From an optimization exercise on the open Yosys and OpenROAD flow, aimed at small area and a short achievable clock period; shortcuts taken in it are not production practice.
Power figures rest on the tool's default switching activity, not on a simulated workload.

==> module spi_ram_slave_burst, before the edit <==
module spi_ram_slave_burst #(
  parameter int DATA_WIDTH = 8,
  parameter int ADDR_WIDTH = 8,
  parameter bit BURST_EN   = 1'b1
) (
  input  logic clk,
  input  logic rst_n,
  input  logic SS_n,
  input  logic MOSI,
  output logic MISO
);
  logic       idle_q;    
  logic       c1_q;      
  logic       c0_q;      
  logic       data_q;    
  logic [2:0] cnt_q;     
  logic [1:0] cmd_q;
  logic       cmp_q;     
  logic [7:0] rx_q;      
  logic [7:1] tx_q;      
  logic       miso_q;
  logic       rst_seen_q;  
  logic       sel2_q;      
  logic       missed_q;    
  assign MISO = miso_q;
  wire last_bit  = data_q && (cnt_q == 3'd7);
  wire act_waddr = cmp_q && (cmd_q == 2'b00);
  wire act_wdata = cmp_q && (cmd_q == 2'b01);
  wire act_raddr = cmp_q && (cmd_q == 2'b10);
  wire act_rd    = cmp_q && (cmd_q == 2'b11);
  wire act_rdata = act_rd && !SS_n;
  wire ld_next   = last_bit && (cmd_q == 2'b11);
  logic [7:0]    t_q;        
  logic [2047:0] ring_q;     
  logic [7:0] wt_q;
  logic        wpend_q;
  logic [7:0]  wbuf_q;
  logic [7:0]  ws_q;
  logic [31:0] wen_q;
  logic        wnow_q;    
  logic [7:0]  rs_q;
  logic [31:0] csel_q;
  logic        cat_q;
  logic [7:0]  pf_q;
  logic [7:0] tap_word;
  always_comb begin
    tap_word = '0;
    for (int p = 0; p < 32; p++)
      tap_word = tap_word | ((ring_q[64*p +: 8] ^ {8{p[0]}}) & {8{csel_q[p]}});
  end
  logic [2047:0] ring_d;
  always_comb begin
    ring_d = {ring_q[2039:0], ring_q[2047:2040]};
    for (int p = 0; p < 32; p++)
      ring_d[64*p +: 8] = ~(wen_q[p] ? (wbuf_q ^ {8{!p[0]}}) : ring_d[64*p +: 8]);
  end
  wire [7:0] rx_slot = rx_q + t_q + 8'd1;
  logic       wpend_d;
  logic [7:0] wt_d, ws_d;
  always_comb begin
    if (rst_seen_q)     wt_d = t_q + 8'd1;
    else if (act_waddr) wt_d = rx_slot;
    else if (act_wdata) wt_d = wt_q + 8'd2;
    else                wt_d = wt_q + 8'd1;
    if (act_wdata) begin
      wpend_d = 1'b1;
      ws_d    = wt_q + 8'd2;
    end else begin
      wpend_d = wpend_q && !wnow_q;
      ws_d    = ws_q + 8'd1;
    end
  end
  logic [7:0] rs_d;
  always_comb begin
    if (rst_seen_q)     rs_d = t_q + 8'd1;
    else if (act_raddr) rs_d = rx_slot;
    else if (act_rd)    rs_d = rs_q + 8'd2;
    else if (missed_q)  rs_d = rs_q;
    else                rs_d = rs_q + 8'd1;
  end
  wire [2:0] wb_lo = act_wdata ? wt_q[2:0] : ws_q[2:0];
  wire [4:0] wb_hi = act_wdata ? wt_q[7:3] : ws_q[7:3];
  wire       w_at  = act_wdata ? (wb_lo == 3'd6) : (wpend_d && wb_lo == 3'd7);
  wire       c_at  = sel2_q ? (rs_q[2:0] == 3'd6) : (rs_q[2:0] == 3'd7);
  function automatic logic [31:0] port_after(input logic en, input logic [4:0] p);
    logic [31:0] d;
    d = 32'd1 << p;
    port_after = en ? {d[30:0], d[31]} : 32'd0;
  endfunction
  always_ff @(posedge clk) begin
    t_q    <= t_q + 8'd1;
    rx_q   <= {rx_q[6:0], MOSI};
    ring_q <= ring_d;
    wt_q    <= wt_d;
    wpend_q <= wpend_d;
    ws_q    <= ws_d;
    if (act_wdata) wbuf_q <= rx_q;
    wen_q   <= port_after(w_at, wb_hi);
    wnow_q  <= w_at;
    rs_q  <= rs_d;
    sel2_q   <= data_q && (cmd_q == 2'b11) && (cnt_q[2:1] == 2'b11);
    missed_q <= act_rd && SS_n;
    cat_q  <= c_at;
    csel_q <= port_after(c_at, rs_q[7:3]);
    if (cat_q) pf_q <= tap_word;
  end
  always_ff @(posedge clk or negedge rst_n) begin
    if (!rst_n) rst_seen_q <= 1'b1;
    else        rst_seen_q <= 1'b0;
  end
  always_ff @(posedge clk or negedge rst_n) begin
    if (!rst_n) begin
      idle_q    <= 1'b1;
      c1_q      <= 1'b0;
      c0_q      <= 1'b0;
      data_q    <= 1'b0;
      cnt_q     <= '0;
      cmd_q     <= '0;
      cmp_q     <= 1'b0;
      tx_q      <= '0;
      miso_q    <= 1'b0;
    end else begin
      if (SS_n) begin
        miso_q <= 1'b0;
        tx_q   <= '0;
      end else if (act_rd) begin
        miso_q <= pf_q[7];
        tx_q   <= pf_q[6:0];
      end else begin
        miso_q <= tx_q[7];
        tx_q   <= {tx_q[6:1], 1'b0};
      end
      cmp_q <= !SS_n && last_bit;
      if (SS_n) begin
        idle_q <= 1'b1;
        c1_q   <= 1'b0;
        c0_q   <= 1'b0;
        data_q <= 1'b0;
      end else begin
        idle_q <= 1'b0;
        c1_q   <= idle_q;
        c0_q   <= c1_q;
        if (c1_q) cmd_q[1] <= MOSI;
        if (c0_q) begin
          cmd_q[0] <= MOSI;
          data_q   <= 1'b1;
          cnt_q    <= '0;
        end else if (data_q) begin
          cnt_q <= cnt_q + 3'd1;
          if (cnt_q == 3'd7 && !cmd_q[0]) data_q <= 1'b0;
        end
      end
    end
  end
endmodule
export LEC_CHECK = 0
export ABC_CLOCK_PERIOD_IN_PS = 2000
export CAP_MARGIN = 20
export CORE_MARGIN = 2
export CORE_UTILIZATION = 40
export CTS_CLUSTER_DIAMETER = 110
export CTS_CLUSTER_SIZE = 25
export SETUP_SLACK_MARGIN = 2.6
export SLEW_MARGIN = 20
create_clock -name core_clock -period 4.4 [get_ports {clk}]
run.sh (not shown) runs the stock make flow with config.mk's settings and CLKGATE_MAP_FILE= SYNTH_SCRIPT=/design/flow/synth_recipe.tcl, a recipe that flattens the netlist after the stock synthesis.
Edit:
--- a/flow/design.v
+++ b/flow/design.v
@@ -35,7 +35,6 @@
   logic [7:0] wt_q;
   logic        wpend_q;
   logic [7:0]  wbuf_q;
-  logic [7:0]  ws_q;
   logic [31:0] wen_q;
   logic        wnow_q;    
   logic [7:0]  rs_q;
@@ -56,19 +55,13 @@
   end
   wire [7:0] rx_slot = rx_q + t_q + 8'd1;
   logic       wpend_d;
-  logic [7:0] wt_d, ws_d;
+  logic [7:0] wt_d;
   always_comb begin
-    if (rst_seen_q)     wt_d = t_q + 8'd1;
-    else if (act_waddr) wt_d = rx_slot;
-    else if (act_wdata) wt_d = wt_q + 8'd2;
-    else                wt_d = wt_q + 8'd1;
-    if (act_wdata) begin
-      wpend_d = 1'b1;
-      ws_d    = wt_q + 8'd2;
-    end else begin
-      wpend_d = wpend_q && !wnow_q;
-      ws_d    = ws_q + 8'd1;
-    end
+    if (rst_seen_q && !wpend_q) wt_d = t_q + 8'd1;
+    else if (act_waddr)         wt_d = rx_slot;
+    else if (act_wdata)         wt_d = wt_q + 8'd2;
+    else                        wt_d = wt_q + 8'd1;
+    wpend_d = act_wdata || (wpend_q && !wnow_q);
   end
   logic [7:0] rs_d;
   always_comb begin
@@ -78,9 +71,7 @@
     else if (missed_q)  rs_d = rs_q;
     else                rs_d = rs_q + 8'd1;
   end
-  wire [2:0] wb_lo = act_wdata ? wt_q[2:0] : ws_q[2:0];
-  wire [4:0] wb_hi = act_wdata ? wt_q[7:3] : ws_q[7:3];
-  wire       w_at  = act_wdata ? (wb_lo == 3'd6) : (wpend_d && wb_lo == 3'd7);
+  wire       w_at  = act_wdata ? (wt_q[2:0] == 3'd6) : (wpend_d && wt_q[2:0] == 3'd7);
   wire       c_at  = sel2_q ? (rs_q[2:0] == 3'd6) : (rs_q[2:0] == 3'd7);
   function automatic logic [31:0] port_after(input logic en, input logic [4:0] p);
     logic [31:0] d;
@@ -93,9 +84,8 @@
     ring_q <= ring_d;
     wt_q    <= wt_d;
     wpend_q <= wpend_d;
-    ws_q    <= ws_d;
     if (act_wdata) wbuf_q <= rx_q;
-    wen_q   <= port_after(w_at, wb_hi);
+    wen_q   <= port_after(w_at, wt_q[7:3]);
     wnow_q  <= w_at;
     rs_q  <= rs_d;
     sel2_q   <= data_q && (cmd_q == 2'b11) && (cnt_q[2:1] == 2'b11);
@@ -105,8 +95,8 @@
     if (cat_q) pf_q <= tap_word;
   end
   always_ff @(posedge clk or negedge rst_n) begin
-    if (!rst_n) rst_seen_q <= 1'b1;
-    else        rst_seen_q <= 1'b0;
+    if (!rst_n)        rst_seen_q <= 1'b1;
+    else if (!wpend_q) rst_seen_q <= 1'b0;
   end
   always_ff @(posedge clk or negedge rst_n) begin
     if (!rst_n) begin
Outcome: Utilization goes down by 0.39 points; sequential power stays flat; clock-buffer cell count goes down by 1; wire length is lower by about 4%; flip-flop and latch count went down by 8.
No run of this note included a check of the RTL's function; only the layout flow was run.

-- what the ideal ports hide --
In the flow no input, the clock included, has a driving cell. The finished layouts below were timed again as built, in two steps. Step 1 sets driving cells, clkbuf_16 on the clock port and buf_2 on the other inputs (assumed; they add their load-dependent delay and slew). Step 2, shift: input delay + t, output delay - t, t = (earliest + latest rising clock arrival at the registers) / 2. This alone moves slack from input paths to output paths. Three values: ideal ports, drivers, drivers and shift; two values: the first two.
run | shift t [ns] | slack for setup (ns) | worst hold slack (ns) | worst register clock-pin slew, ns | worst slew at a driven data input, ns
the first run | 0.752 | 2.096 / 2.030 / 2.064 | 0.316 / 0.316 / 0.316 | 0.11 / 0.11 | 0.03
the second run | 0.752 | 2.241 / 2.177 / 2.024 | 0.297 / 0.297 / 0.297 | 0.10 / 0.10 | 0.03
After both steps every run listed still meets setup and hold. The setup slack of the second run, which loses most, moves by -0.064 ns with the drivers and by -0.217 ns with both steps.
